Context: an optimization exercise on an open-source flow, tuned for small area, a short achievable clock period and few clock cycles per item. The choices shown serve that exercise and are no tape-out recipe.
The RTL was checked by simulation tests, not by an equivalence proof against the original design.
Power and IR drop assume default switching activity.

## design/flow/flow/run.sh

```bash
#!/bin/bash
# The standard layout (standard synthesis, floorplan, placement, CTS, routing) with the
# resizer's setup-repair target tightened: repair_timing aims for this much positive slack
# against the unchanged 12 ns constraint, so it sizes and buffers the critical paths.
# The SDC, clock period, I/O delays and every other setting stay the standard flow's.
set -uo pipefail
bash standard.sh SETUP_SLACK_MARGIN=8.3 finish > standard.log 2>&1
```

## design/flow/standard.sh

```bash
#!/bin/bash
# synth_recipe.tcl (not shown) runs the flow's synth.tcl, then flattens the netlist and writes it again
# the make line also repeats each setting of config.mk as NAME=value (left out here)
make -C /OpenROAD-flow-scripts/flow DESIGN_CONFIG=/design/flow/config.mk WORK_HOME=/design/flow/orfs CLKGATE_MAP_FILE= SYNTH_SCRIPT=/design/flow/synth_recipe.tcl "${@:-finish}"
```

## design/flow/config.mk

```make
export PLATFORM = sky130hd
export DESIGN_NAME = rgb_to_yuv_encoder
export DESIGN_NICKNAME = rgb_to_yuv_encoder
export VERILOG_FILES = /design/flow/design.v
export SDC_FILE = /design/flow/constraint.sdc
export NUM_CORES = 4
export LEC_CHECK = 0
export CAP_MARGIN = 20
export CORE_MARGIN = 2
export CORE_UTILIZATION = 40
export SLEW_MARGIN = 20
```

## design/flow/constraint.sdc

```tcl
create_clock -name core_clock -period 12.0 [get_ports {CLOCK_50_I}]
set_input_delay 2.4000 -clock core_clock [delete_from_list [all_inputs] [get_ports {CLOCK_50_I}]]
set_output_delay 2.4000 -clock core_clock [all_outputs]
set_load 0.01 [all_outputs]
```

## design/flow/design.v

```verilog
package rgb_to_yuv_encoder_pkg;
  localparam logic [17:0] U_BASE_ADDRESS   = 18'd38400;
  localparam logic [17:0] V_BASE_ADDRESS   = 18'd57600;
  localparam logic [17:0] RGB_BASE_ADDRESS = 18'd146944;
endpackage
module y_calc_tree(input [7:0] r, input [7:0] g, input [7:0] b, output [19:0] ha, output [19:0] hb, output c);
  wire t1 = ~r[6] ^ ~r[4]; wire t2 = ~r[6] & ~r[4];
  wire t3 = ~r[7] ^ ~r[5]; wire t4 = ~r[7] & ~r[5];
  wire t5 = ~r[6] ^ r[4]; wire t6 = ~r[6] & r[4];
  wire t7 = ~r[7] ^ r[5]; wire t8 = ~r[7] & r[5];
  wire t9 = ~r[4] ^ ~r[2] ^ r[0]; wire t10 = (~r[4] & ~r[2]) | (~r[4] & r[0]) | (~r[2] & r[0]);
  wire t11 = ~r[5] ^ ~r[3] ^ r[1]; wire t12 = (~r[5] & ~r[3]) | (~r[5] & r[1]) | (~r[3] & r[1]);
  wire t13 = ~g[4] ^ g[2]; wire t14 = ~g[4] & g[2];
  wire t15 = t1 ^ r[2] ^ ~r[0]; wire t16 = (t1 & r[2]) | (t1 & ~r[0]) | (r[2] & ~r[0]);
  wire t17 = ~g[5] ^ g[3] ^ ~b[6]; wire t18 = (~g[5] & g[3]) | (~g[5] & ~b[6]) | (g[3] & ~b[6]);
  wire t19 = ~b[3] ^ b[1]; wire t20 = ~b[3] & b[1];
  wire t21 = t2 ^ t3 ^ r[3]; wire t22 = (t2 & t3) | (t2 & r[3]) | (t3 & r[3]);
  wire t23 = ~r[1] ^ ~g[6] ^ g[4]; wire t24 = (~r[1] & ~g[6]) | (~r[1] & g[4]) | (~g[6] & g[4]);
  wire t25 = ~b[7] ^ ~b[4] ^ b[2]; wire t26 = (~b[7] & ~b[4]) | (~b[7] & b[2]) | (~b[4] & b[2]);
  wire t27 = t4 ^ t5 ^ ~r[2]; wire t28 = (t4 & t5) | (t4 & ~r[2]) | (t5 & ~r[2]);
  wire t29 = ~g[7] ^ g[5] ^ g[0]; wire t30 = (~g[7] & g[5]) | (~g[7] & g[0]) | (g[5] & g[0]);
  wire t31 = ~b[5] ^ b[3] ^ b[0]; wire t32 = (~b[5] & b[3]) | (~b[5] & b[0]) | (b[3] & b[0]);
  wire t33 = t6 ^ t7 ^ ~r[3]; wire t34 = (t6 & t7) | (t6 & ~r[3]) | (t7 & ~r[3]);
  wire t35 = r[0] ^ g[6] ^ g[1]; wire t36 = (r[0] & g[6]) | (r[0] & g[1]) | (g[6] & g[1]);
  wire t37 = ~b[6] ^ b[4] ^ b[1]; wire t38 = (~b[6] & b[4]) | (~b[6] & b[1]) | (b[4] & b[1]);
  wire t39 = t8 ^ r[6] ^ ~r[4]; wire t40 = (t8 & r[6]) | (t8 & ~r[4]) | (r[6] & ~r[4]);
  wire t41 = r[1] ^ g[7] ^ g[2]; wire t42 = (r[1] & g[7]) | (r[1] & g[2]) | (g[7] & g[2]);
  wire t43 = ~b[7] ^ b[5] ^ b[2]; wire t44 = (~b[7] & b[5]) | (~b[7] & b[2]) | (b[5] & b[2]);
  wire t45 = r[7] ^ ~r[5] ^ r[2]; wire t46 = (r[7] & ~r[5]) | (r[7] & r[2]) | (~r[5] & r[2]);
  wire t47 = g[3] ^ b[6] ^ b[3]; wire t48 = (g[3] & b[6]) | (g[3] & b[3]) | (b[6] & b[3]);
  wire t49 = ~b[0] ^ 1'b1; wire t50 = ~b[0] & 1'b1;
  wire t51 = ~r[6] ^ r[3] ^ g[4]; wire t52 = (~r[6] & r[3]) | (~r[6] & g[4]) | (r[3] & g[4]);
  wire t53 = b[7] ^ b[4] ^ ~b[1]; wire t54 = (b[7] & b[4]) | (b[7] & ~b[1]) | (b[4] & ~b[1]);
  wire t55 = ~r[7] ^ r[4] ^ g[5]; wire t56 = (~r[7] & r[4]) | (~r[7] & g[5]) | (r[4] & g[5]);
  wire t57 = b[5] ^ ~b[2]; wire t58 = b[5] & ~b[2];
  wire t59 = r[5] ^ r[0] ^ g[6]; wire t60 = (r[5] & r[0]) | (r[5] & g[6]) | (r[0] & g[6]);
  wire t61 = r[6] ^ r[1] ^ g[7]; wire t62 = (r[6] & r[1]) | (r[6] & g[7]) | (r[1] & g[7]);
  wire t63 = ~r[3] ^ ~r[1] ^ ~g[2]; wire t64 = (~r[3] & ~r[1]) | (~r[3] & ~g[2]) | (~r[1] & ~g[2]);
  wire t65 = t9 ^ ~g[3] ^ g[1]; wire t66 = (t9 & ~g[3]) | (t9 & g[1]) | (~g[3] & g[1]);
  wire t67 = ~b[4] ^ ~b[1]; wire t68 = ~b[4] & ~b[1];
  wire t69 = t10 ^ t11 ^ t13; wire t70 = (t10 & t11) | (t10 & t13) | (t11 & t13);
  wire t71 = ~b[5] ^ ~b[2] ^ b[0]; wire t72 = (~b[5] & ~b[2]) | (~b[5] & b[0]) | (~b[2] & b[0]);
  wire t73 = t12 ^ t14 ^ t15; wire t74 = (t12 & t14) | (t12 & t15) | (t14 & t15);
  wire t75 = t17 ^ t19 ^ 1'b1; wire t76 = (t17 & t19) | (t17 & 1'b1) | (t19 & 1'b1);
  wire t77 = t16 ^ t18 ^ t20; wire t78 = (t16 & t18) | (t16 & t20) | (t18 & t20);
  wire t79 = t21 ^ t23 ^ t25; wire t80 = (t21 & t23) | (t21 & t25) | (t23 & t25);
  wire t81 = t22 ^ t24 ^ t26; wire t82 = (t22 & t24) | (t22 & t26) | (t24 & t26);
  wire t83 = t27 ^ t29 ^ t31; wire t84 = (t27 & t29) | (t27 & t31) | (t29 & t31);
  wire t85 = t28 ^ t30 ^ t32; wire t86 = (t28 & t30) | (t28 & t32) | (t30 & t32);
  wire t87 = t33 ^ t35 ^ t37; wire t88 = (t33 & t35) | (t33 & t37) | (t35 & t37);
  wire t89 = t34 ^ t36 ^ t38; wire t90 = (t34 & t36) | (t34 & t38) | (t36 & t38);
  wire t91 = t39 ^ t41 ^ t43; wire t92 = (t39 & t41) | (t39 & t43) | (t41 & t43);
  wire t93 = t40 ^ t42 ^ t44; wire t94 = (t40 & t42) | (t40 & t44) | (t42 & t44);
  wire t95 = t45 ^ t47 ^ t49; wire t96 = (t45 & t47) | (t45 & t49) | (t47 & t49);
  wire t97 = t46 ^ t48 ^ t50; wire t98 = (t46 & t48) | (t46 & t50) | (t48 & t50);
  wire t99 = t51 ^ t53 ^ 1'b1; wire t100 = (t51 & t53) | (t51 & 1'b1) | (t53 & 1'b1);
  wire t101 = t52 ^ t54 ^ t55; wire t102 = (t52 & t54) | (t52 & t55) | (t54 & t55);
  wire t103 = t57 ^ b[0] ^ 1'b1; wire t104 = (t57 & b[0]) | (t57 & 1'b1) | (b[0] & 1'b1);
  wire t105 = t56 ^ t58 ^ t59; wire t106 = (t56 & t58) | (t56 & t59) | (t58 & t59);
  wire t107 = b[6] ^ ~b[3] ^ b[1]; wire t108 = (b[6] & ~b[3]) | (b[6] & b[1]) | (~b[3] & b[1]);
  wire t109 = t60 ^ t61 ^ g[0]; wire t110 = (t60 & t61) | (t60 & g[0]) | (t61 & g[0]);
  wire t111 = b[7] ^ ~b[4] ^ b[2]; wire t112 = (b[7] & ~b[4]) | (b[7] & b[2]) | (~b[4] & b[2]);
  wire t113 = t62 ^ r[7] ^ r[2]; wire t114 = (t62 & r[7]) | (t62 & r[2]) | (r[7] & r[2]);
  wire t115 = g[1] ^ ~b[5] ^ b[3]; wire t116 = (g[1] & ~b[5]) | (g[1] & b[3]) | (~b[5] & b[3]);
  wire t117 = r[3] ^ g[2] ^ ~b[6]; wire t118 = (r[3] & g[2]) | (r[3] & ~b[6]) | (g[2] & ~b[6]);
  wire t119 = r[4] ^ g[3]; wire t120 = r[4] & g[3];
  wire t121 = r[5] ^ g[4]; wire t122 = r[5] & g[4];
  wire t123 = ~r[2] ^ ~r[0]; wire t124 = ~r[2] & ~r[0];
  wire t125 = t63 ^ g[0] ^ ~b[3]; wire t126 = (t63 & g[0]) | (t63 & ~b[3]) | (g[0] & ~b[3]);
  wire t127 = t64 ^ t65 ^ t67; wire t128 = (t64 & t65) | (t64 & t67) | (t65 & t67);
  wire t129 = t66 ^ t68 ^ t69; wire t130 = (t66 & t68) | (t66 & t69) | (t68 & t69);
  wire t131 = t70 ^ t72 ^ t73; wire t132 = (t70 & t72) | (t70 & t73) | (t72 & t73);
  wire t133 = t74 ^ t76 ^ t77; wire t134 = (t74 & t76) | (t74 & t77) | (t76 & t77);
  wire t135 = t78 ^ t80 ^ t81; wire t136 = (t78 & t80) | (t78 & t81) | (t80 & t81);
  wire t137 = t82 ^ t84 ^ t85; wire t138 = (t82 & t84) | (t82 & t85) | (t84 & t85);
  wire t139 = t86 ^ t88 ^ t89; wire t140 = (t86 & t88) | (t86 & t89) | (t88 & t89);
  wire t141 = t90 ^ t92 ^ t93; wire t142 = (t90 & t92) | (t90 & t93) | (t92 & t93);
  wire t143 = t94 ^ t96 ^ t97; wire t144 = (t94 & t96) | (t94 & t97) | (t96 & t97);
  wire t145 = t98 ^ t100 ^ t101; wire t146 = (t98 & t100) | (t98 & t101) | (t100 & t101);
  wire t147 = t102 ^ t104 ^ t105; wire t148 = (t102 & t104) | (t102 & t105) | (t104 & t105);
  wire t149 = t106 ^ t108 ^ t109; wire t150 = (t106 & t108) | (t106 & t109) | (t108 & t109);
  wire t151 = t110 ^ t112 ^ t113; wire t152 = (t110 & t112) | (t110 & t113) | (t112 & t113);
  wire t153 = t114 ^ t116 ^ t117; wire t154 = (t114 & t116) | (t114 & t117) | (t116 & t117);
  wire t155 = t118 ^ t119 ^ ~b[7]; wire t156 = (t118 & t119) | (t118 & ~b[7]) | (t119 & ~b[7]);
  wire t157 = t120 ^ t121 ^ b[6]; wire t158 = (t120 & t121) | (t120 & b[6]) | (t121 & b[6]);
  wire t159 = t122 ^ r[6] ^ g[5]; wire t160 = (t122 & r[6]) | (t122 & g[5]) | (r[6] & g[5]);
  wire t161 = ~r[1] ^ ~g[0]; wire t162 = ~r[1] & ~g[0];
  wire t163 = t123 ^ ~g[1] ^ ~b[2]; wire t164 = (t123 & ~g[1]) | (t123 & ~b[2]) | (~g[1] & ~b[2]);
  wire t165 = t124 ^ t125 ^ ~b[0]; wire t166 = (t124 & t125) | (t124 & ~b[0]) | (t125 & ~b[0]);
  wire t167 = t126 ^ t127 ^ 1'b1; wire t168 = (t126 & t127) | (t126 & 1'b1) | (t127 & 1'b1);
  wire t169 = t128 ^ t129 ^ t71; wire t170 = (t128 & t129) | (t128 & t71) | (t129 & t71);
  wire t171 = t130 ^ t131 ^ t75; wire t172 = (t130 & t131) | (t130 & t75) | (t131 & t75);
  wire t173 = t132 ^ t133 ^ t79; wire t174 = (t132 & t133) | (t132 & t79) | (t133 & t79);
  wire t175 = t134 ^ t135 ^ t83; wire t176 = (t134 & t135) | (t134 & t83) | (t135 & t83);
  wire t177 = t136 ^ t137 ^ t87; wire t178 = (t136 & t137) | (t136 & t87) | (t137 & t87);
  wire t179 = t138 ^ t139 ^ t91; wire t180 = (t138 & t139) | (t138 & t91) | (t139 & t91);
  wire t181 = t140 ^ t141 ^ t95; wire t182 = (t140 & t141) | (t140 & t95) | (t141 & t95);
  wire t183 = t142 ^ t143 ^ t99; wire t184 = (t142 & t143) | (t142 & t99) | (t143 & t99);
  wire t185 = t144 ^ t145 ^ t103; wire t186 = (t144 & t145) | (t144 & t103) | (t145 & t103);
  wire t187 = t146 ^ t147 ^ t107; wire t188 = (t146 & t147) | (t146 & t107) | (t147 & t107);
  wire t189 = t148 ^ t149 ^ t111; wire t190 = (t148 & t149) | (t148 & t111) | (t149 & t111);
  wire t191 = t150 ^ t151 ^ t115; wire t192 = (t150 & t151) | (t150 & t115) | (t151 & t115);
  wire t193 = t152 ^ t153 ^ b[4]; wire t194 = (t152 & t153) | (t152 & b[4]) | (t153 & b[4]);
  wire t195 = t154 ^ t155 ^ b[5]; wire t196 = (t154 & t155) | (t154 & b[5]) | (t155 & b[5]);
  wire t197 = t156 ^ t157 ^ 1'b1; wire t198 = (t156 & t157) | (t156 & 1'b1) | (t157 & 1'b1);
  wire t199 = t158 ^ t159 ^ b[7]; wire t200 = (t158 & t159) | (t158 & b[7]) | (t159 & b[7]);
  wire t201 = t160 ^ r[7] ^ g[6]; wire t202 = (t160 & r[7]) | (t160 & g[6]) | (r[7] & g[6]);
  wire [23:0] ra = {1'b0, t202, t200, t198, t196, t194, t192, t190, t188, t186, t184, t182, t180, t178, t176, t174, t172, t170, t168, t166, t164, t162, t161, ~r[0]};
  wire [23:0] rb = {1'b0, g[7], t201, t199, t197, t195, t193, t191, t189, t187, t185, t183, t181, t179, t177, t175, t173, t171, t169, t167, t165, t163, ~b[1], ~b[0]};
  wire [4:0] low = {1'b0, ra[3:0]} + {1'b0, rb[3:0]};
  assign c = low[4];
  assign ha = ra[23:4];
  assign hb = rb[23:4];
endmodule
module y_calc_add(input [19:0] ha, input [19:0] hb, input c, output [7:0] o);
  wire [19:0] sum = ha + hb + {19'd0, c};
  assign o = sum[19:12];
endmodule
module uv_calc_tree(input [9:0] x, input [9:0] y, input [9:0] w, input m, output [16:0] ha, output [16:0] hb, output c);
  wire t1 = x[4] ^ ~x[0]; wire t2 = x[4] & ~x[0];
  wire t3 = x[5] ^ ~x[1] ^ y[3]; wire t4 = (x[5] & ~x[1]) | (x[5] & y[3]) | (~x[1] & y[3]);
  wire t5 = x[6] ^ ~x[2] ^ x[0]; wire t6 = (x[6] & ~x[2]) | (x[6] & x[0]) | (~x[2] & x[0]);
  wire t7 = y[4] ^ ~w[7]; wire t8 = y[4] & ~w[7];
  wire t9 = x[7] ^ ~x[3] ^ x[1]; wire t10 = (x[7] & ~x[3]) | (x[7] & x[1]) | (~x[3] & x[1]);
  wire t11 = y[5] ^ ~w[8]; wire t12 = y[5] & ~w[8];
  wire t13 = x[8] ^ ~x[4] ^ x[2]; wire t14 = (x[8] & ~x[4]) | (x[8] & x[2]) | (~x[4] & x[2]);
  wire t15 = y[6] ^ w[9] ^ ~w[7]; wire t16 = (y[6] & w[9]) | (y[6] & ~w[7]) | (w[9] & ~w[7]);
  wire t17 = ~w[4] ^ w[0]; wire t18 = ~w[4] & w[0];
  wire t19 = ~x[9] ^ ~x[5] ^ x[3]; wire t20 = (~x[9] & ~x[5]) | (~x[9] & x[3]) | (~x[5] & x[3]);
  wire t21 = y[7] ^ ~y[0] ^ ~w[8]; wire t22 = (y[7] & ~y[0]) | (y[7] & ~w[8]) | (~y[0] & ~w[8]);
  wire t23 = ~w[5] ^ w[1] ^ ~m; wire t24 = (~w[5] & w[1]) | (~w[5] & ~m) | (w[1] & ~m);
  wire t25 = ~x[6] ^ x[4] ^ y[8]; wire t26 = (~x[6] & x[4]) | (~x[6] & y[8]) | (x[4] & y[8]);
  wire t27 = ~y[1] ^ w[9] ^ ~w[6]; wire t28 = (~y[1] & w[9]) | (~y[1] & ~w[6]) | (w[9] & ~w[6]);
  wire t29 = w[2] ^ w[0]; wire t30 = w[2] & w[0];
  wire t31 = ~x[7] ^ x[5] ^ ~x[0]; wire t32 = (~x[7] & x[5]) | (~x[7] & ~x[0]) | (x[5] & ~x[0]);
  wire t33 = ~y[9] ^ ~y[2] ^ ~w[7]; wire t34 = (~y[9] & ~y[2]) | (~y[9] & ~w[7]) | (~y[2] & ~w[7]);
  wire t35 = w[3] ^ w[1] ^ ~m; wire t36 = (w[3] & w[1]) | (w[3] & ~m) | (w[1] & ~m);
  wire t37 = ~x[8] ^ x[6] ^ ~x[1]; wire t38 = (~x[8] & x[6]) | (~x[8] & ~x[1]) | (x[6] & ~x[1]);
  wire t39 = ~y[3] ^ y[0] ^ ~w[8]; wire t40 = (~y[3] & y[0]) | (~y[3] & ~w[8]) | (y[0] & ~w[8]);
  wire t41 = w[4] ^ w[2] ^ ~m; wire t42 = (w[4] & w[2]) | (w[4] & ~m) | (w[2] & ~m);
  wire t43 = x[9] ^ x[7] ^ ~x[2]; wire t44 = (x[9] & x[7]) | (x[9] & ~x[2]) | (x[7] & ~x[2]);
  wire t45 = ~y[4] ^ y[1] ^ w[9]; wire t46 = (~y[4] & y[1]) | (~y[4] & w[9]) | (y[1] & w[9]);
  wire t47 = w[5] ^ w[3] ^ ~m; wire t48 = (w[5] & w[3]) | (w[5] & ~m) | (w[3] & ~m);
  wire t49 = x[8] ^ ~x[3] ^ x[0]; wire t50 = (x[8] & ~x[3]) | (x[8] & x[0]) | (~x[3] & x[0]);
  wire t51 = ~y[5] ^ y[2] ^ w[6]; wire t52 = (~y[5] & y[2]) | (~y[5] & w[6]) | (y[2] & w[6]);
  wire t53 = ~x[9] ^ ~x[4] ^ x[1]; wire t54 = (~x[9] & ~x[4]) | (~x[9] & x[1]) | (~x[4] & x[1]);
  wire t55 = ~y[6] ^ y[3] ^ w[7]; wire t56 = (~y[6] & y[3]) | (~y[6] & w[7]) | (y[3] & w[7]);
  wire t57 = ~x[5] ^ x[2] ^ ~y[7]; wire t58 = (~x[5] & x[2]) | (~x[5] & ~y[7]) | (x[2] & ~y[7]);
  wire t59 = y[4] ^ w[8]; wire t60 = y[4] & w[8];
  wire t61 = ~x[6] ^ x[3] ^ ~y[8]; wire t62 = (~x[6] & x[3]) | (~x[6] & ~y[8]) | (x[3] & ~y[8]);
  wire t63 = y[5] ^ ~w[9]; wire t64 = y[5] & ~w[9];
  wire t65 = ~x[7] ^ x[4]; wire t66 = ~x[7] & x[4];
  wire t67 = x[2] ^ y[0]; wire t68 = x[2] & y[0];
  wire t69 = x[3] ^ y[1]; wire t70 = x[3] & y[1];
  wire t71 = t1 ^ y[2] ^ ~w[5]; wire t72 = (t1 & y[2]) | (t1 & ~w[5]) | (y[2] & ~w[5]);
  wire t73 = ~w[3] ^ ~w[0]; wire t74 = ~w[3] & ~w[0];
  wire t75 = t2 ^ t3 ^ ~w[6]; wire t76 = (t2 & t3) | (t2 & ~w[6]) | (t3 & ~w[6]);
  wire t77 = ~w[4] ^ ~w[1] ^ ~m; wire t78 = (~w[4] & ~w[1]) | (~w[4] & ~m) | (~w[1] & ~m);
  wire t79 = t4 ^ t5 ^ t7; wire t80 = (t4 & t5) | (t4 & t7) | (t5 & t7);
  wire t81 = ~w[5] ^ ~w[2] ^ m; wire t82 = (~w[5] & ~w[2]) | (~w[5] & m) | (~w[2] & m);
  wire t83 = t6 ^ t8 ^ t9; wire t84 = (t6 & t8) | (t6 & t9) | (t8 & t9);
  wire t85 = t11 ^ ~w[6] ^ ~w[3]; wire t86 = (t11 & ~w[6]) | (t11 & ~w[3]) | (~w[6] & ~w[3]);
  wire t87 = t10 ^ t12 ^ t13; wire t88 = (t10 & t12) | (t10 & t13) | (t12 & t13);
  wire t89 = t15 ^ t17 ^ 1'b1; wire t90 = (t15 & t17) | (t15 & 1'b1) | (t17 & 1'b1);
  wire t91 = t14 ^ t16 ^ t18; wire t92 = (t14 & t16) | (t14 & t18) | (t16 & t18);
  wire t93 = t19 ^ t21 ^ t23; wire t94 = (t19 & t21) | (t19 & t23) | (t21 & t23);
  wire t95 = t20 ^ t22 ^ t24; wire t96 = (t20 & t22) | (t20 & t24) | (t22 & t24);
  wire t97 = t25 ^ t27 ^ t29; wire t98 = (t25 & t27) | (t25 & t29) | (t27 & t29);
  wire t99 = t26 ^ t28 ^ t30; wire t100 = (t26 & t28) | (t26 & t30) | (t28 & t30);
  wire t101 = t31 ^ t33 ^ t35; wire t102 = (t31 & t33) | (t31 & t35) | (t33 & t35);
  wire t103 = t32 ^ t34 ^ t36; wire t104 = (t32 & t34) | (t32 & t36) | (t34 & t36);
  wire t105 = t37 ^ t39 ^ t41; wire t106 = (t37 & t39) | (t37 & t41) | (t39 & t41);
  wire t107 = t38 ^ t40 ^ t42; wire t108 = (t38 & t40) | (t38 & t42) | (t40 & t42);
  wire t109 = t43 ^ t45 ^ t47; wire t110 = (t43 & t45) | (t43 & t47) | (t45 & t47);
  wire t111 = t44 ^ t46 ^ t48; wire t112 = (t44 & t46) | (t44 & t48) | (t46 & t48);
  wire t113 = t49 ^ t51 ^ w[4]; wire t114 = (t49 & t51) | (t49 & w[4]) | (t51 & w[4]);
  wire t115 = t50 ^ t52 ^ t53; wire t116 = (t50 & t52) | (t50 & t53) | (t52 & t53);
  wire t117 = t55 ^ w[5] ^ ~m; wire t118 = (t55 & w[5]) | (t55 & ~m) | (w[5] & ~m);
  wire t119 = t54 ^ t56 ^ t57; wire t120 = (t54 & t56) | (t54 & t57) | (t56 & t57);
  wire t121 = t59 ^ w[6] ^ ~m; wire t122 = (t59 & w[6]) | (t59 & ~m) | (w[6] & ~m);
  wire t123 = t58 ^ t60 ^ t61; wire t124 = (t58 & t60) | (t58 & t61) | (t60 & t61);
  wire t125 = t63 ^ w[7] ^ m; wire t126 = (t63 & w[7]) | (t63 & m) | (w[7] & m);
  wire t127 = t62 ^ t64 ^ t65; wire t128 = (t62 & t64) | (t62 & t65) | (t64 & t65);
  wire t129 = y[9] ^ y[6] ^ w[8]; wire t130 = (y[9] & y[6]) | (y[9] & w[8]) | (y[6] & w[8]);
  wire t131 = t66 ^ ~x[8] ^ x[5]; wire t132 = (t66 & ~x[8]) | (t66 & x[5]) | (~x[8] & x[5]);
  wire t133 = y[7] ^ ~w[9]; wire t134 = y[7] & ~w[9];
  wire t135 = x[9] ^ x[6]; wire t136 = x[9] & x[6];
  wire t137 = x[1] ^ ~w[2]; wire t138 = x[1] & ~w[2];
  wire t139 = t67 ^ ~w[3] ^ ~w[1]; wire t140 = (t67 & ~w[3]) | (t67 & ~w[1]) | (~w[3] & ~w[1]);
  wire t141 = t68 ^ t69 ^ ~w[4]; wire t142 = (t68 & t69) | (t68 & ~w[4]) | (t69 & ~w[4]);
  wire t143 = t70 ^ t71 ^ t73; wire t144 = (t70 & t71) | (t70 & t73) | (t71 & t73);
  wire t145 = t72 ^ t74 ^ t75; wire t146 = (t72 & t74) | (t72 & t75) | (t74 & t75);
  wire t147 = t76 ^ t78 ^ t79; wire t148 = (t76 & t78) | (t76 & t79) | (t78 & t79);
  wire t149 = t80 ^ t82 ^ t83; wire t150 = (t80 & t82) | (t80 & t83) | (t82 & t83);
  wire t151 = t84 ^ t86 ^ t87; wire t152 = (t84 & t86) | (t84 & t87) | (t86 & t87);
  wire t153 = t88 ^ t90 ^ t91; wire t154 = (t88 & t90) | (t88 & t91) | (t90 & t91);
  wire t155 = t92 ^ t94 ^ t95; wire t156 = (t92 & t94) | (t92 & t95) | (t94 & t95);
  wire t157 = t96 ^ t98 ^ t99; wire t158 = (t96 & t98) | (t96 & t99) | (t98 & t99);
  wire t159 = t100 ^ t102 ^ t103; wire t160 = (t100 & t102) | (t100 & t103) | (t102 & t103);
  wire t161 = t104 ^ t106 ^ t107; wire t162 = (t104 & t106) | (t104 & t107) | (t106 & t107);
  wire t163 = t108 ^ t110 ^ t111; wire t164 = (t108 & t110) | (t108 & t111) | (t110 & t111);
  wire t165 = t112 ^ t114 ^ t115; wire t166 = (t112 & t114) | (t112 & t115) | (t114 & t115);
  wire t167 = t116 ^ t118 ^ t119; wire t168 = (t116 & t118) | (t116 & t119) | (t118 & t119);
  wire t169 = t120 ^ t122 ^ t123; wire t170 = (t120 & t122) | (t120 & t123) | (t122 & t123);
  wire t171 = t124 ^ t126 ^ t127; wire t172 = (t124 & t126) | (t124 & t127) | (t126 & t127);
  wire t173 = t128 ^ t130 ^ t131; wire t174 = (t128 & t130) | (t128 & t131) | (t130 & t131);
  wire t175 = t132 ^ t134 ^ t135; wire t176 = (t132 & t134) | (t132 & t135) | (t134 & t135);
  wire t177 = t136 ^ x[7]; wire t178 = t136 & x[7];
  wire t179 = x[0] ^ ~w[1]; wire t180 = x[0] & ~w[1];
  wire t181 = t137 ^ ~w[0] ^ 1'b1; wire t182 = (t137 & ~w[0]) | (t137 & 1'b1) | (~w[0] & 1'b1);
  wire t183 = t138 ^ t139 ^ m; wire t184 = (t138 & t139) | (t138 & m) | (t139 & m);
  wire t185 = t140 ^ t141 ^ ~w[2]; wire t186 = (t140 & t141) | (t140 & ~w[2]) | (t141 & ~w[2]);
  wire t187 = t142 ^ t143 ^ m; wire t188 = (t142 & t143) | (t142 & m) | (t143 & m);
  wire t189 = t144 ^ t145 ^ t77; wire t190 = (t144 & t145) | (t144 & t77) | (t145 & t77);
  wire t191 = t146 ^ t147 ^ t81; wire t192 = (t146 & t147) | (t146 & t81) | (t147 & t81);
  wire t193 = t148 ^ t149 ^ t85; wire t194 = (t148 & t149) | (t148 & t85) | (t149 & t85);
  wire t195 = t150 ^ t151 ^ t89; wire t196 = (t150 & t151) | (t150 & t89) | (t151 & t89);
  wire t197 = t152 ^ t153 ^ t93; wire t198 = (t152 & t153) | (t152 & t93) | (t153 & t93);
  wire t199 = t154 ^ t155 ^ t97; wire t200 = (t154 & t155) | (t154 & t97) | (t155 & t97);
  wire t201 = t156 ^ t157 ^ t101; wire t202 = (t156 & t157) | (t156 & t101) | (t157 & t101);
  wire t203 = t158 ^ t159 ^ t105; wire t204 = (t158 & t159) | (t158 & t105) | (t159 & t105);
  wire t205 = t160 ^ t161 ^ t109; wire t206 = (t160 & t161) | (t160 & t109) | (t161 & t109);
  wire t207 = t162 ^ t163 ^ t113; wire t208 = (t162 & t163) | (t162 & t113) | (t163 & t113);
  wire t209 = t164 ^ t165 ^ t117; wire t210 = (t164 & t165) | (t164 & t117) | (t165 & t117);
  wire t211 = t166 ^ t167 ^ t121; wire t212 = (t166 & t167) | (t166 & t121) | (t167 & t121);
  wire t213 = t168 ^ t169 ^ t125; wire t214 = (t168 & t169) | (t168 & t125) | (t169 & t125);
  wire t215 = t170 ^ t171 ^ t129; wire t216 = (t170 & t171) | (t170 & t129) | (t171 & t129);
  wire t217 = t172 ^ t173 ^ t133; wire t218 = (t172 & t173) | (t172 & t133) | (t173 & t133);
  wire t219 = t174 ^ t175 ^ y[8]; wire t220 = (t174 & t175) | (t174 & y[8]) | (t175 & y[8]);
  wire t221 = t176 ^ t177 ^ ~y[9]; wire t222 = (t176 & t177) | (t176 & ~y[9]) | (t177 & ~y[9]);
  wire t223 = t178 ^ x[8] ^ 1'b1; wire t224 = (t178 & x[8]) | (t178 & 1'b1) | (x[8] & 1'b1);
  wire t225 = ~x[9] ^ 1'b1; wire t226 = ~x[9] & 1'b1;
  wire [24:0] ra = {t224, t222, t220, t218, t216, t214, t212, t210, t208, t206, t204, t202, t200, t198, t196, t194, t192, t190, t188, t186, t184, t182, t180, t179, ~w[0]};
  wire [24:0] rb = {t225, t223, t221, t219, t217, t215, t213, t211, t209, t207, t205, t203, t201, t199, t197, t195, t193, t191, t189, t187, t185, t183, t181, m, 1'b1};
  wire [8:0] low = {1'b0, ra[7:0]} + {1'b0, rb[7:0]};
  assign c = low[8];
  assign ha = ra[24:8];
  assign hb = rb[24:8];
endmodule
module uv_calc_add(input [16:0] ha, input [16:0] hb, input c, output [7:0] o);
  wire [16:0] sum = ha + hb + {16'd0, c};
  assign o = sum[16:9];
endmodule
import rgb_to_yuv_encoder_pkg::*;
module rgb_to_yuv_encoder
#(
  parameter int NUM_GROUPS = 19200
) (
  input  logic        CLOCK_50_I,
  input  logic        reset,
  input  logic        enable,
  input  logic [15:0] SRAM_read_data,
  output logic [17:0] SRAM_address,
  output logic [15:0] SRAM_write_data,
  output logic        SRAM_we_n,
  output logic        done
);
  localparam logic [14:0] END_GROUP = 15'(NUM_GROUPS);
  logic        run_q;         
  logic        done_q;
  logic        we_n_q;
  logic        wr_ok_q;       
  logic [3:0]  slot_q;
  logic [17:0] rp_q;          
  logic [14:0] wg_q;          
  logic [17:0] addr_q;
  logic [15:0] din_q, d1_q, d2_q;     
  logic [19:0] ya_q, yb_q;            
  logic        yc_q;
  logic [9:0]  cx_q, cy_q;            
  logic        cm_q;                  
  logic [16:0] ua_q, ub_q;            
  logic        uc_q;
  logic [7:0]  uvo_q;                 
  logic [7:0]  h1_q, h2_q;            
  logic [15:0] wd_q;                  
  logic       first_pix;
  logic [7:0] pr, pg, pb;
  logic [19:0] ya, yb;
  logic        yc;
  logic [7:0]  y_new;
  assign first_pix = (slot_q == 4'd4) || (slot_q == 4'd9);
  assign pr = first_pix ? d1_q[15:8] : d1_q[7:0];
  assign pg = first_pix ? d1_q[7:0]  : din_q[15:8];
  assign pb = first_pix ? din_q[15:8] : din_q[7:0];
  y_calc_tree u_yt (.r(pr), .g(pg), .b(pb), .ha(ya), .hb(yb), .c(yc));
  y_calc_add  u_ya (.ha(ya_q), .hb(yb_q), .c(yc_q), .o(y_new));
  logic [8:0] rs, gs, bs;
  logic [9:0] f1, f2;
  logic [16:0] ua, ub;
  logic        uc;
  logic [7:0]  uv_new;
  assign rs = {1'b0, d2_q[15:8]} + {1'b0, d1_q[7:0]};
  assign gs = {1'b0, d2_q[7:0]}  + {1'b0, din_q[15:8]};
  assign bs = {1'b0, d1_q[15:8]} + {1'b0, din_q[7:0]};
  assign f1 = {1'b0, bs} - {1'b0, gs};
  assign f2 = {1'b0, gs} - {1'b0, rs};
  uv_calc_tree u_uvt (.x(cx_q), .y(cy_q), .w(cy_q ^ {10{cm_q}}), .m(cm_q), .ha(ua), .hb(ub), .c(uc));
  uv_calc_add  u_uva (.ha(ua_q), .hb(ub_q), .c(uc_q), .o(uv_new));
  logic [17:0] u_addr, v_addr;
  logic        at_end;
  assign u_addr = U_BASE_ADDRESS + {3'd0, wg_q};
  assign v_addr = (V_BASE_ADDRESS - 18'd1) + {3'd0, wg_q};    
  assign at_end = (wg_q == END_GROUP);                        
  always_ff @(posedge CLOCK_50_I) begin
    din_q <= SRAM_read_data;
    d1_q  <= din_q;
    d2_q  <= d1_q;
    ya_q  <= ya;
    yb_q  <= yb;
    yc_q  <= yc;
    if (slot_q == 4'd6 || slot_q == 4'd1) begin
      cx_q <= ~cy_q; cy_q <= ~cx_q; cm_q <= 1'b1;
    end else begin
      cx_q <= f1;    cy_q <= f2;    cm_q <= 1'b0;
    end
    ua_q  <= ua;
    ub_q  <= ub;
    uc_q  <= uc;
    uvo_q <= uv_new;
    if (slot_q == 4'd8 || slot_q == 4'd4) h1_q <= uvo_q;
    if (slot_q == 4'd9) h2_q <= uvo_q;
    case (slot_q)
      4'd5, 4'd0: wd_q[15:8] <= y_new;
      4'd3:       wd_q[15:8] <= h1_q;
      4'd8:       wd_q[15:8] <= h2_q;
      default: ;
    endcase
    case (slot_q)
      4'd6, 4'd1: wd_q[7:0] <= y_new;
      4'd3:       wd_q[7:0] <= uvo_q;
      4'd8:       wd_q[7:0] <= h1_q;
      default: ;
    endcase
    if (reset) begin
      run_q  <= 1'b0;
      done_q <= 1'b0;
      we_n_q <= 1'b1;
    end else if (!run_q) begin
      we_n_q <= 1'b1;
      if (done_q) begin
        done_q <= enable;
      end else if (enable) begin
        run_q   <= 1'b1;
        slot_q  <= 4'd0;
        addr_q  <= RGB_BASE_ADDRESS;
        rp_q    <= RGB_BASE_ADDRESS + 18'd1;
        wg_q    <= '1;
        wr_ok_q <= 1'b0;
      end
    end else begin
      slot_q <= (slot_q == 4'd9) ? 4'd0 : slot_q + 4'd1;
      if (slot_q == 4'd9) wr_ok_q <= 1'b1;
      if (slot_q == 4'd6) wg_q <= wg_q + 15'd1;
      case (slot_q)
        4'd9, 4'd0, 4'd1, 4'd4, 4'd5, 4'd6: begin
          addr_q <= rp_q; rp_q <= rp_q + 18'd1; we_n_q <= 1'b1;
        end
        4'd2: begin addr_q <= {2'd0, wg_q, 1'b1}; we_n_q <= ~wr_ok_q; end
        4'd3: begin addr_q <= u_addr;             we_n_q <= ~wr_ok_q; end
        4'd7: begin addr_q <= {2'd0, wg_q, 1'b0}; we_n_q <= at_end;   end
        4'd8: begin addr_q <= v_addr;             we_n_q <= ~wr_ok_q; end
        default: we_n_q <= 1'b1;
      endcase
      if (slot_q == 4'd9 && at_end) begin
        run_q  <= 1'b0;
        done_q <= 1'b1;
      end
    end
  end
  assign SRAM_address    = addr_q;
  assign SRAM_write_data = wd_q;
  assign SRAM_we_n       = we_n_q;
  assign done            = done_q;
endmodule
```

==> reports/qor.txt, run 1 <==
status = timing/DRC/antenna clean
layout cells sized above 1 = 17.7%
post-synthesis cell area = 16,400 sq um
fin crit period = 3.90 ns
clock slew at reported path FFs = 0.06 ns
Critical-path top delay cell = fa_2
pre-CTS WS = 7.39 ns
worst path cell trace = buf_6, ha_4, nand3b_4, o21ai_4, buf_12, buf_16, buf_12, buf_6, a21oi_4, buf_6, fa_1, fa_2, fa_1, inv_2, fa_2
final WL = 38.7 mm
Synth Area in Compound Gates = 10.3%
flop and latch count out of synthesis = 242
I/O Buffers = 54
cell accounting for the most synthesized area = fa_1
CP most frequent cell = buf_6
Routed Antenna Nets = 0
Buf/Inv on CP = 7
crit path launch type = flop
slack of the critical path = 8.10 ns
maximum achievable frequency = 0.256 GHz
Worst EP arrival = 4.33 ns
RSZ-0062 raised after global routing = yes
Critical Path RT = 12.43 ns
filler cell count = 3,619
WS Path Type = flop to flop
GRT Residual Overflow = 0
TNS Setup = 0 ns
adder-cell share of the synthesized area = 30.8%
die area = 42,500 sq um
fraction of synthesized area in multiplexers = 1.86%
synth-to-layout area growth = 21.9%
Avg Cell Area, Syn = 10.5 sq um
fraction of registers with async set/reset = 0%
Cell variety after synth = 77
DR WL/cell = 17.1 um
Max H-tree Level = 1
P per Cell Area = 293 nW/um^2
routed vias = 11,300
first-pass GRT wire length = 61.5 mm
Clock Path Buffers = 3
CP Capture Type = flop
worst clock skew = 0.0234 ns
EDFF count, synth = 88
Met2 Routed Length = 18.1 mm
ant diodes = 0
Max-Cap Viols = 0
predominant post-synthesis flop cell = dfxtp_1
Final Max Tran Viols = 0
die height = 206 um
Slowest Stage Delay on Critical Path = 0.55 ns
Synth Instances = 1,561
Final Instance Area = 19,900 sq um
most common cell in the netlist = inv_1
top cells by count, synth = inv_1, fa_1, dfxtp_1, ha_1, nand2_1
clk sinks = 242
YS warnings = 1
Worst-Margin Slew = 0.886 ns
TritonCTS buffer count = 28
Rows = 74
Synth Area in Simple Gates = 8.35%
Pleak = 8.84 nW
Max VDD drop = 0.210 mV
setup violators final = 0
register area share after synthesis = 35.0%
Final Hold Fails = 0
largest family of logic cells by synthesized area = adder cells
DRC = 0
Final Cycle Share = 32.5%
Layout Nets = 2,020
DRT iter0 DRCs = 624
CTS Root Cell = clkbuf_16
xor/xnor cell area share of the yosys netlist = 5.45%
Max-slew headroom = 41.0%
pin count of the biggest net entering global routing = 42
Vias per Instance = 5.01
Placer Congestion = 0.879
Placed Area = 17,600 sq um
initial antenna violation count = 0
Starting Density = 40.3%
WL met1 = 17.8 mm
met3 WL post-DR = 1.90 mm
synthesized net count = 1,877
Crit path max-delay family = adder cells
vias in the first global route = 11,400
critical path fanouts, max = 5
Die W = 206 um
I/O pin count = 55
Global Route Usage Sum = 18.5%
top cell type's share of synthesized area = 21.3%
TritonCTS clock tree = built
top post-synthesis cells by area = fa_1, dfxtp_1, edfxtp_1, ha_1, inv_1
hpwl dp = 28.5 mm
CORE AREA = 40,600 sq um
top layer in use = met4
First-pass DRT Iterations = 5
type of the most critical hold path = flop to flop
worst skew pair latency = 0.56 ns
## report_power, final
group          total, mW  switching [mW]  internal (mW)
combinational       3.57            2.03           1.53
sequential          1.36           0.164           1.20
clock              0.916           0.333          0.583
total               5.85            2.53           3.32
## worst paths after layout
| kind | startpoint | endpoint | slack [ns] | cells after the start |
|---|---|---|---|---|
| setup / recovery | slot_q[0]$_SDFFCE_PN0P_ | yb_q[2]$_DFF_P_ | 8.10 | 15 |
| hold / removal | din_q[5]$_DFF_P_ | d1_q[5]$_DFF_P_ | 0.38 | 0 |
| setup reg to reg | slot_q[0]$_SDFFCE_PN0P_ | yb_q[2]$_DFF_P_ | 8.10 | 15 |
| hold reg to reg | din_q[5]$_DFF_P_ | d1_q[5]$_DFF_P_ | 0.38 | 0 |
## worst register-to-register path: cells and delay by family, from the launching register on
family,cells,cell delay (ns)
AOI/OAI and AO/OA,2,0.33
adders and majority gates,5,1.97
buffers and inverters,7,0.92
DFF,1,0.47
and+or+nand+nor,1,0.09
## metrics by stage
| stage | utilization [%] | hold slack, ns | power [mW] | cells |
|---|---|---|---|---|
| floorplan | - | 0.331 | 3.86 | 1561 |
| global route | 49.2 | 0.377 | 6.58 | 2257 |
| CTS | 48.0 | 0.373 | 5.89 | 2229 |
| finish | 49.2 | 0.376 | 5.85 | 2257 |
| detailed placement | 43.3 | 0.362 | 4.89 | 2109 |
| global placement | 43.3 | 0.360 | 4.78 | 2109 |
## cells by family after synthesis
logic type	after synthesis
xor gates and xnor gates	101
and+or+nand+nor	285
AOI/OAI and AO/OA	256
muxes	28
DFF	242
buffers and inverters	351
adders and majority gates	298
## routing by layer
metal | up-vias | GRT usage, %
li1 | 5400 | -
met1 | 5587 | 26.2
met2 | 260 | 29.3
met3 | 65 | 2.73
met4 | 0 | 5.43
met5 | - | 0
## what timing repair did
item,CTS,global route
gates cloned,2,0
buffers inserted,67,28
pin swaps,38,49
endpoints found under the setup margin,124,87
hold buffers,0,0
endpoints found under the hold margin,0,0
resized for setup,121,74
## sequential cells by signal (all words and copies together), names as in the netlist, 10 cells and up
register	flops
addr_q	18
ua_q	17
d1_q	16
d2_q	16
cy_q	10
rp_q	18
wd_q	16
cx_q	10
ya_q	19
wg_q	15
yb_q	19
ub_q	17
din_q	16
## layout by cell type (no fill, tap or decap), types with 49 or more instances in the layout
cell and count:
inv_1 270, dfxtp_1 152, fa_1 140, ha_1 113, nand2_1 94, edfxtp_1 88
buf_4 72, nor2_1 66, o21ai_0 65, xnor2_1 49
## layout make-up
cell class,instances,area [sq um],area share [%]
timing repair buffer,156,1500,7.50
multi-input combinational,968,9850,49.4
clock inverter,13,230,1.15
sequential,242,5730,28.7
tap,532,666,3.34
inverter,308,1180,5.93
clock buffer,38,779,3.91
Testbench counts, summed over its fixed seeds: cycles 1,536,100, frames 8.
==> run 2, diff against run 1 <==
==> design/flow/run.sh (new file) <==
#!/bin/bash
# synth_recipe.tcl (not shown) runs the flow's synth.tcl, then flattens the netlist and writes it again
# the make line also repeats each setting of config.mk as NAME=value (left out here)
make -C /OpenROAD-flow-scripts/flow DESIGN_CONFIG=/design/flow/config.mk WORK_HOME=/design/flow/orfs CLKGATE_MAP_FILE= SYNTH_SCRIPT=/design/flow/synth_recipe.tcl finish
removed: design/flow/flow/run.sh
removed: design/flow/standard.sh
==> reports/qor.txt, run 2 <==
Final Instance Area = 18,500 sq um (-7.4%)
commonest non-fill, non-tap cell in the layout = inv_1
CP most frequent cell = fa_1
DR WL/cell = 16.6 um (-3.0%)
GRT Residual Overflow = 0 (unchanged)
Slowest Stage Delay on Critical Path = 0.81 ns (+0.26 ns)
first-pass GRT wire length = 58.2 mm (-5.5%)
ant diodes = 0 (unchanged)
setup violators final = 0 (unchanged)
synthesized net count = 1,877 (unchanged)
top cell type's share of synthesized area = 21.3% (unchanged)
Reg power frac = 24.0% (+0.7 points)
Starting Density = 40.3% (unchanged)
clk sinks = 242 (unchanged)
cell accounting for the most synthesized area = fa_1
WS Path Type = flop to flop
worst path cell trace = nand2_1, o21ai_4, mux2i_1, inv_1, fa_1, inv_1, fa_1, fa_1, inv_1, fa_1
most common cell in the netlist = inv_1
number of cells on the critical path = 10 (-5)
top flop regs = ya_q (19), yb_q (19)
CORE AREA = 40,600 sq um (unchanged)
Final Max Tran Viols = 0 (unchanged)
YS warnings = 1 (unchanged)
Post-CTS Setup Repair Bufs = 0 (-100%)
routed vias = 10,700 (-5.0%)
Reg area = 5730 sq um (about the same)
Logic pwr share = 59.7% (-1.3 points)
post-cts resize count = 0 (-100%)
RSZ-0062 raised after global routing = no
clock slew at reported path FFs = 0.06 ns (about the same)
P per Cell Area = 308 nW/um^2 (+5.2%)
Worst-Margin Slew = 1.08 ns (+0.194 ns)
crit path launch type = flop
status = timing/DRC/antenna clean
TNS Setup = 0 ns (unchanged)
Rows = 74 (unchanged)
Buf/Inv on CP = 3 (-4)
Pleak = 8.21 nW (-7.1%)
I/O Buffers = 54 (unchanged)
Min-Delay Path Depth = 0 (unchanged)
worst skew pair latency = 0.56 ns (about the same)
Global Route Usage Sum = 17.4% (-1.1 points)
vias in the first global route = 11,000 (-3.5%)
initial antenna violation count = 0 (unchanged)
I/O pin count = 55 (unchanged)
register area share after synthesis = 35.0% (unchanged)
die area = 42,500 sq um (unchanged)
post-synthesis cell area = 16,400 sq um (unchanged)
flop and latch count out of synthesis = 242 (unchanged)
type of the most critical hold path = flop to flop
Critical-path top delay cell = o21ai_4
pin count of the biggest net entering global routing = 43 (+2.4%)
Final Hold Fails = 0 (unchanged)
Routed Antenna Nets = 0 (unchanged)
Worst EP arrival = 5.50 ns (+1.17 ns)
Worst R2R Path Depth = 10 (-5)
switching power share of the total = 43.4% (+0.092 points)
final WL = 36.0 mm (-7.0%)
TritonCTS clock tree = built
Placed Area = 17,400 sq um (-0.67%)
maximum achievable frequency = 0.198 GHz (-23%)
critical path fanouts, max = 28 (+23)
Avg Cell Area, Syn = 10.5 sq um (unchanged)
fraction of registers with async set/reset = 0% (unchanged)
hpwl dp = 28.4 mm (-0.45%)
Clock power frac = 16.2% (+0.5 points)
Die W = 206 um (unchanged)
Cell variety after synth = 77 (unchanged)
First-pass DRT Iterations = 7 (+2)
TritonCTS buffer count = 29 (+3.6%)
worst clock skew = 0.0107 ns (-0.0127 ns)
Max H-tree Level = 1 (unchanged)
CTS Root Cell = clkbuf_16
Vias per Instance = 4.97 (-0.91%)
Placer Congestion = 0.909 (+3.4%)
synth-to-layout area growth = 12.8%
top post-synthesis cells by area = fa_1, dfxtp_1, edfxtp_1, ha_1, inv_1
Critical Path RT = 12.44 ns (about the same)
layout cells sized above 1 = 5.70% (-12 points)
Max-slew headroom = 28.0% (-13 points)
multi-input logic area = 9300 sq um (-5.6%)
top cells by count, synth = inv_1, fa_1, dfxtp_1, ha_1, nand2_1
die height = 206 um (unchanged)
DRC = 0 (unchanged)
Max VDD drop = 0.277 mV (+32%)
Layout Nets = 1,926 (-4.7%)
predominant post-synthesis flop cell = dfxtp_1
most frequent cells in the layout = inv_1, fa_1, dfxtp_1
P_int = 3.22 mW (-2.8%)
CP Capture Type = flop
Psw = 2.47 mW (-2.4%)
hold buffers post-CTS = 0 (unchanged)
Synth Instances = 1,561 (unchanged)
Max-Cap Viols = 0 (unchanged)
DRT iter0 DRCs = 544 (-13%)
fin crit period = 5.06 ns (+1.16 ns)
filler cell count = 3,830 (+5.8%)
EDFF count, synth = 88 (unchanged)
Clock Path Buffers = 3 (unchanged)
Final Cycle Share = 42.2% (+9.7 points)
Crit path max-delay family = adder cells
[run 2: cell counts after synthesis]
No cell type changed its count.
[run 2: worst register-to-register path, stage by stage, from the launching register on]
cell      delay, ns
edfxtp_1       0.79
nand2_1        0.19
o21ai_4        0.81
mux2i_1        0.74
inv_1          0.33
fa_1           0.61
inv_1          0.05
fa_1           0.41
fa_1           0.53
inv_1          0.06
fa_1           0.43
[run 2: layout make-up]
cell class	count	share of cell area, %
clock buffer	37	4.31
clock inverter	16	1.18
inverter	308	6.26
multi-input combinational	968	50.4
sequential	242	31.0
tap	532	3.61
timing repair buffer	61	3.21
[run 2: worst paths after layout]
kind	to	startpoint	slack (ns)
worst max-delay path	yb_q[7]$_DFF_P_	slot_q[2]$_SDFFCE_PN0P_	6.94
worst min-delay path	ub_q[16]$_DFF_P_	cx_q[9]$_DFF_P_	0.38
worst max register to register	yb_q[7]$_DFF_P_	slot_q[2]$_SDFFCE_PN0P_	6.94
worst min register to register	ub_q[16]$_DFF_P_	cx_q[9]$_DFF_P_	0.38
[run 2: metal layers]
metal	track usage (%)	up-vias	routed length (um)
li1	-	5193	-
met1	24.0	5258	16700
met2	28.2	238	16700
met3	2.70	58	1670
met4	5.00	0	916
met5	0	-	0
[run 2: stage by stage]
stage               setup slack (ns)  cells  total power, mW  util (%)  hold slack [ns]
floorplan                       7.94   1561             3.85         -            0.331
global placement                7.09   2111             4.75      43.0            0.370
detailed placement              6.91   2111             4.85      43.0            0.371
CTS                             6.90   2164             5.81      45.5            0.375
global route                    6.57   2164             6.43      45.5            0.382
finish                          6.94   2164             5.69      45.5            0.376
[run 2: power groups by stage]
stage                     combinational [mW]  clock (mW)  sequential, mW
final                                   3.40       0.922            1.37
after global routing                    4.06       0.980            1.39
after CTS                               3.50       0.945            1.37
after global placement                  3.36           0            1.39
after floorplan                         2.52           0            1.32
after detailed placement                3.46           0            1.39
[run 2: kinds of logic (layout without fill, tap and decap cells)]
| kind of cell | count (synthesis) | in the layout | share of synthesized area [%] |
|---|---|---|---|
| AOI/OAI and AO/OA | 256 | 256 | 10.3 |
| xor gates and xnor gates | 101 | 101 | 5.45 |
| adders and majority gates | 298 | 298 | 30.8 |
| buffers and inverters | 351 | 422 | 8.21 |
| DFF | 242 | 242 | 35.0 |
| muxes | 28 | 28 | 1.86 |
| and+or+nand+nor | 285 | 285 | 8.35 |
==> run 3, diff against run 2 <==
--- a/design/flow/design.v
+++ b/design/flow/design.v
@@ -272,6 +272,8 @@
   logic [16:0] ua_q, ub_q;            
   logic        uc_q;
   logic [7:0]  uvo_q;                 
+  logic        first_q;               
+  logic        swap_q;                
   logic [7:0]  h1_q, h2_q;            
   logic [15:0] wd_q;                  
   logic       first_pix;
@@ -279,7 +281,7 @@
   logic [19:0] ya, yb;
   logic        yc;
   logic [7:0]  y_new;
-  assign first_pix = (slot_q == 4'd4) || (slot_q == 4'd9);
+  assign first_pix = first_q;
   assign pr = first_pix ? d1_q[15:8] : d1_q[7:0];
   assign pg = first_pix ? d1_q[7:0]  : din_q[15:8];
   assign pb = first_pix ? din_q[15:8] : din_q[7:0];
@@ -299,6 +301,9 @@
   uv_calc_add  u_uva (.ha(ua_q), .hb(ub_q), .c(uc_q), .o(uv_new));
   logic [17:0] u_addr, v_addr;
   logic        at_end;
+  logic        rd_next;      
+  assign rd_next = (slot_q == 4'd9) || (slot_q == 4'd0) || (slot_q == 4'd1) ||
+                   (slot_q == 4'd4) || (slot_q == 4'd5) || (slot_q == 4'd6);
   assign u_addr = U_BASE_ADDRESS + {3'd0, wg_q};
   assign v_addr = (V_BASE_ADDRESS - 18'd1) + {3'd0, wg_q};    
   assign at_end = (wg_q == END_GROUP);                        
@@ -309,7 +314,9 @@
     ya_q  <= ya;
     yb_q  <= yb;
     yc_q  <= yc;
-    if (slot_q == 4'd6 || slot_q == 4'd1) begin
+    first_q <= (slot_q == 4'd3) || (slot_q == 4'd8);
+    swap_q  <= (slot_q == 4'd5) || (slot_q == 4'd0);
+    if (swap_q) begin
       cx_q <= ~cy_q; cy_q <= ~cx_q; cm_q <= 1'b1;
     end else begin
       cx_q <= f1;    cy_q <= f2;    cm_q <= 1'b0;
@@ -332,35 +339,38 @@
       4'd8:       wd_q[7:0] <= h1_q;
       default: ;
     endcase
+    if (run_q) begin
+      slot_q  <= (slot_q == 4'd9) ? 4'd0 : slot_q + 4'd1;
+      wr_ok_q <= wr_ok_q | (slot_q == 4'd9);
+      wg_q    <= wg_q + {14'd0, slot_q == 4'd6};
+      rp_q    <= rp_q + {17'd0, rd_next};
+      case (slot_q)
+        4'd2:    addr_q <= {2'd0, wg_q, 1'b1};
+        4'd3:    addr_q <= u_addr;
+        4'd7:    addr_q <= {2'd0, wg_q, 1'b0};
+        4'd8:    addr_q <= v_addr;
+        default: addr_q <= rp_q;
+      endcase
+    end else begin
+      slot_q  <= 4'd0;
+      wr_ok_q <= 1'b0;
+      wg_q    <= '1;
+      rp_q    <= RGB_BASE_ADDRESS + 18'd1;
+      addr_q  <= RGB_BASE_ADDRESS;
+    end
     if (reset) begin
       run_q  <= 1'b0;
       done_q <= 1'b0;
       we_n_q <= 1'b1;
     end else if (!run_q) begin
       we_n_q <= 1'b1;
-      if (done_q) begin
-        done_q <= enable;
-      end else if (enable) begin
-        run_q   <= 1'b1;
-        slot_q  <= 4'd0;
-        addr_q  <= RGB_BASE_ADDRESS;
-        rp_q    <= RGB_BASE_ADDRESS + 18'd1;
-        wg_q    <= '1;
-        wr_ok_q <= 1'b0;
-      end
+      if (done_q) done_q <= enable;
+      else        run_q  <= enable;
     end else begin
-      slot_q <= (slot_q == 4'd9) ? 4'd0 : slot_q + 4'd1;
-      if (slot_q == 4'd9) wr_ok_q <= 1'b1;
-      if (slot_q == 4'd6) wg_q <= wg_q + 15'd1;
       case (slot_q)
-        4'd9, 4'd0, 4'd1, 4'd4, 4'd5, 4'd6: begin
-          addr_q <= rp_q; rp_q <= rp_q + 18'd1; we_n_q <= 1'b1;
-        end
-        4'd2: begin addr_q <= {2'd0, wg_q, 1'b1}; we_n_q <= ~wr_ok_q; end
-        4'd3: begin addr_q <= u_addr;             we_n_q <= ~wr_ok_q; end
-        4'd7: begin addr_q <= {2'd0, wg_q, 1'b0}; we_n_q <= at_end;   end
-        4'd8: begin addr_q <= v_addr;             we_n_q <= ~wr_ok_q; end
-        default: we_n_q <= 1'b1;
+        4'd2, 4'd3, 4'd8: we_n_q <= ~wr_ok_q;
+        4'd7:             we_n_q <= at_end;
+        default:          we_n_q <= 1'b1;
       endcase
       if (slot_q == 4'd9 && at_end) begin
         run_q  <= 1'b0;
==> design/flow/flow/run.sh (new file) <==
#!/bin/bash
# The standard layout (standard synthesis, floorplan, placement, CTS, routing) with the
# resizer's setup-repair target tightened: repair_timing aims for this much positive slack
# against the unchanged 12 ns constraint, so it sizes and buffers the critical paths.
# The SDC, clock period, I/O delays and every other setting stay the standard flow's.
set -uo pipefail
bash standard.sh SETUP_SLACK_MARGIN=8.6 finish > standard.log 2>&1
==> design/flow/standard.sh (new file) <==
#!/bin/bash
# synth_recipe.tcl (not shown) runs the flow's synth.tcl, then flattens the netlist and writes it again
# the make line also repeats each setting of config.mk as NAME=value (left out here)
make -C /OpenROAD-flow-scripts/flow DESIGN_CONFIG=/design/flow/config.mk WORK_HOME=/design/flow/orfs CLKGATE_MAP_FILE= SYNTH_SCRIPT=/design/flow/synth_recipe.tcl "${@:-finish}"
removed: design/flow/run.sh
==> reports/qor.txt, run 3 <==
status = timing/DRC/antenna clean
Critical Path RT = 9.60 ns (-2.84 ns)
synth-to-layout area growth = 16.9%
fin crit period = 3.46 ns (-1.60 ns)
Avg Cell Area, Syn = 10.4 sq um (-1.2%)
setup violators final = 0 (unchanged)
Starting Density = 40.6% (+0.28 points)
Psw = 2.59 mW (+4.8%)
Clock Path Buffers = 3 (unchanged)
Final Hold Fails = 0 (unchanged)
worst clock skew = 0.0144 ns (+0.00375 ns)
TNS Setup = 0 ns (unchanged)
Reg power frac = 22.9% (-1.1 points)
clk sinks = 244 (+0.83%)
Max-slew headroom = 27.8% (-0.21 points)
Vias per Instance = 4.86 (-2.1%)
Die W = 202 um (-1.9%)
Clock power frac = 15.0% (-1.2 points)
DRT iter0 DRCs = 625 (+15%)
maximum achievable frequency = 0.289 GHz (+46%)
GRT Residual Overflow = 0 (unchanged)
Placer Congestion = 0.916 (+0.74%)
die height = 202 um (-1.9%)
crit path launch type = flop
Final Max Tran Viols = 0 (unchanged)
pin count of the biggest net entering global routing = 61 (+42%)
DR WL/cell = 16.3 um (-2.1%)
Critical-path top delay cell = edfxtp_1
CORE AREA = 38,700 sq um (-4.5%)
P per Cell Area = 319 nW/um^2 (+3.4%)
Worst EP arrival = 1.06 ns (-4.44 ns)
Cell variety after synth = 67 (-13%)
Crit path max-delay family = flip-flops
initial antenna violation count = 0 (unchanged)
vias in the first global route = 10,800 (-1.9%)
ant diodes = 0 (unchanged)
CTS Root Cell = clkbuf_16
CP Capture Type = output pin
final WL = 34.8 mm (-3.3%)
I/O Buffers = 54 (unchanged)
commonest non-fill, non-tap cell in the layout = inv_1
fraction of registers with async set/reset = 0% (unchanged)
Worst-Margin Slew = 1.08 ns (-0.000910 ns)
predominant post-synthesis flop cell = dfxtp_1
clock slew at reported path FFs = 0.06 ns (about the same)
EDFF count, synth = 32 (-64%)
switching power share of the total = 44.1% (+0.75 points)
RSZ-0062 raised after global routing = yes
first-pass GRT wire length = 56.4 mm (-3.1%)
worst skew pair latency = 0.55 ns (about the same)
critical path fanouts, max = 1 (-96%)
YS warnings = 1 (unchanged)
Global Route Usage Sum = 17.1% (-0.26 points)
layout cells sized above 1 = 13.5% (+7.8 points)
TritonCTS buffer count = 28 (-3.4%)
worst path cell trace = buf_2
top cell type's share of synthesized area = 27.0% (+5.7 points)
Max-Cap Viols = 0 (unchanged)
top flop regs = ya_q (19), yb_q (19)
WS Path Type = flop to output pin
Routed Antenna Nets = 0 (unchanged)
Max H-tree Level = 1 (unchanged)
Pleak = 8.33 nW (+1.6%)
top cells by count, synth = inv_1, dfxtp_1, fa_1, ha_1, nand2_1
First-pass DRT Iterations = 5 (-2)
I/O pin count = 55 (unchanged)
total power = 5.86 mW (+3.0%)
flop and latch count out of synthesis = 244 (+0.83%)
most common cell in the netlist = inv_1
routed vias = 10,400 (-3.3%)
most frequent cells in the layout = inv_1, dfxtp_1, fa_1
type of the most critical hold path = flop to flop
P_int = 3.28 mW (+1.7%)
Slowest Stage Delay on Critical Path = 0.37 ns (-0.44 ns)
Rows = 72 (-2.7%)
Logic pwr share = 62.1% (+2.4 points)
Max VDD drop = 0.253 mV (-8.8%)
hpwl dp = 27.0 mm (-4.9%)
Layout Nets = 1,923 (-0.16%)
die area = 40,900 sq um (-3.7%)
register area share after synthesis = 33.1% (-1.9 points)
filler cell count = 3,561 (-7.0%)
cell accounting for the most synthesized area = dfxtp_1
post-synthesis cell area = 15,700 sq um (-3.8%)
top post-synthesis cells by area = dfxtp_1, fa_1, ha_1, inv_1, edfxtp_1
synthesized net count = 1,843 (-1.8%)
Synth Instances = 1,520 (-2.6%)
Final Cycle Share = 28.8% (-13 points)
Buf/Inv on CP = 1 (-2)
TritonCTS clock tree = built
DRC = 0 (unchanged)
-- run 3: worst paths after layout --
check | start | end | slack [ns] | cells after the start
setup reg to reg | first_q$_DFF_P_ | yb_q[6]$_DFF_P_ | 8.60 | 9
hold / removal | din_q[5]$_DFF_P_ | d1_q[5]$_DFF_P_ | 0.35 | 0
setup / recovery | wd_q[0]$_DFFE_PP_ | SRAM_write_data[0] | 8.54 | 1
hold reg to reg | din_q[5]$_DFF_P_ | d1_q[5]$_DFF_P_ | 0.35 | 0
-- run 3: logic make-up (layout without fill, tap and decap cells) --
| logic type | count (synthesis) | in the layout | share of synthesized area (%) |
|---|---|---|---|
| mux | 37 | 37 | 2.40 |
| xor+xnor | 83 | 83 | 4.62 |
| simple gates | 255 | 255 | 7.75 |
| compound gates | 240 | 240 | 10.6 |
| flops | 244 | 244 | 33.1 |
| buf+inv | 357 | 456 | 8.58 |
| fa+ha+maj | 304 | 304 | 33.0 |
-- run 3: area by class of cell --
type / count / area, sq um / share of cell area (%)
Inverter: 314 / 1180 / 6.43
Clock buffer: 34 / 767 / 4.17
Tap cell: 518 / 648 / 3.52
Multi-Input combinational cell: 919 / 9580 / 52.1
Timing Repair Buffer: 93 / 777 / 4.23
Sequential cell: 244 / 5240 / 28.5
Clock inverter: 15 / 188 / 1.02
-- run 3: routing by layer --
layer / global-route usage, % / up-vias / share of wire (%)
li1: - / 5068 / -
met1: 24.2 / 5048 / 48
met2: 27.3 / 220 / 45
met3: 2.43 / 56 / 3.9
met4: 5.16 / 0 / 2.5
met5: 0 / - / 0
-- run 3: stage by stage --
stage	hold slack (ns)	setup slack, ns	instances	utilization [%]	area (sq um)
floorplan	0.331	8.56	1520	-	15800
global placement	0.344	8.38	2058	43.5	16800
detailed placement	0.349	8.29	2058	43.5	16800
CTS	0.359	8.51	2109	46.2	17900
global route	0.363	8.49	2137	47.5	18400
finish	0.346	8.54	2137	47.5	18400
-- run 3: repair_timing --
action                                  4_1_cts  5_1_grt
resized for setup                           190       59
endpoints found under the setup margin       68       62
hold buffers                                  0        0
pin swaps                                     3       21
buffers inserted                              1       26
gates cloned                                  1        2
-- run 3: power by group through the flow --
stage | Combinational, mW | Clock, mW | Sequential [mW]
2_1_floorplan | 2.63 | 0 | 1.29
3_3_place_gp | 3.44 | 0 | 1.35
3_5_place_dp | 3.58 | 0 | 1.35
4_1_cts | 3.60 | 0.905 | 1.34
5_1_grt | 4.33 | 0.937 | 1.37
6_report | 3.64 | 0.881 | 1.34
Testbench counts of run 3, summed over its fixed seeds: cycles 1,536,100, frames 8.

[static timing again, ports no longer ideal]
In the flow no input, the clock included, has a driving cell. The finished layouts below were timed again as built, in two steps.
Step 1, drivers: a clkbuf_16 drives CLOCK_50_I and a buf_2 each remaining input, both assumed.
Step 2 adds t to the input delays and takes it off the output delays; t is the mean of the earliest and latest rising clock arrival at the registers after step 1. Input paths then give back, and output paths get back, about the clock's delay inside the block.
a / b / c = ideal ports / drivers / drivers and shift; a / b = the first two.
run	t, ns	slack for setup (ns)	pins driven straight from the clock port
run 1	0.607	8.098 / 8.098 / 7.874	1
run 2	0.611	6.938 / 6.938 / 6.938	1
run 3	0.599	8.540 / 8.484 / 8.598	1
After both steps every run listed still meets setup and hold. For run 1, which loses most, drivers alone change the setup slack by 0.000 ns; drivers and shift together by -0.224 ns.
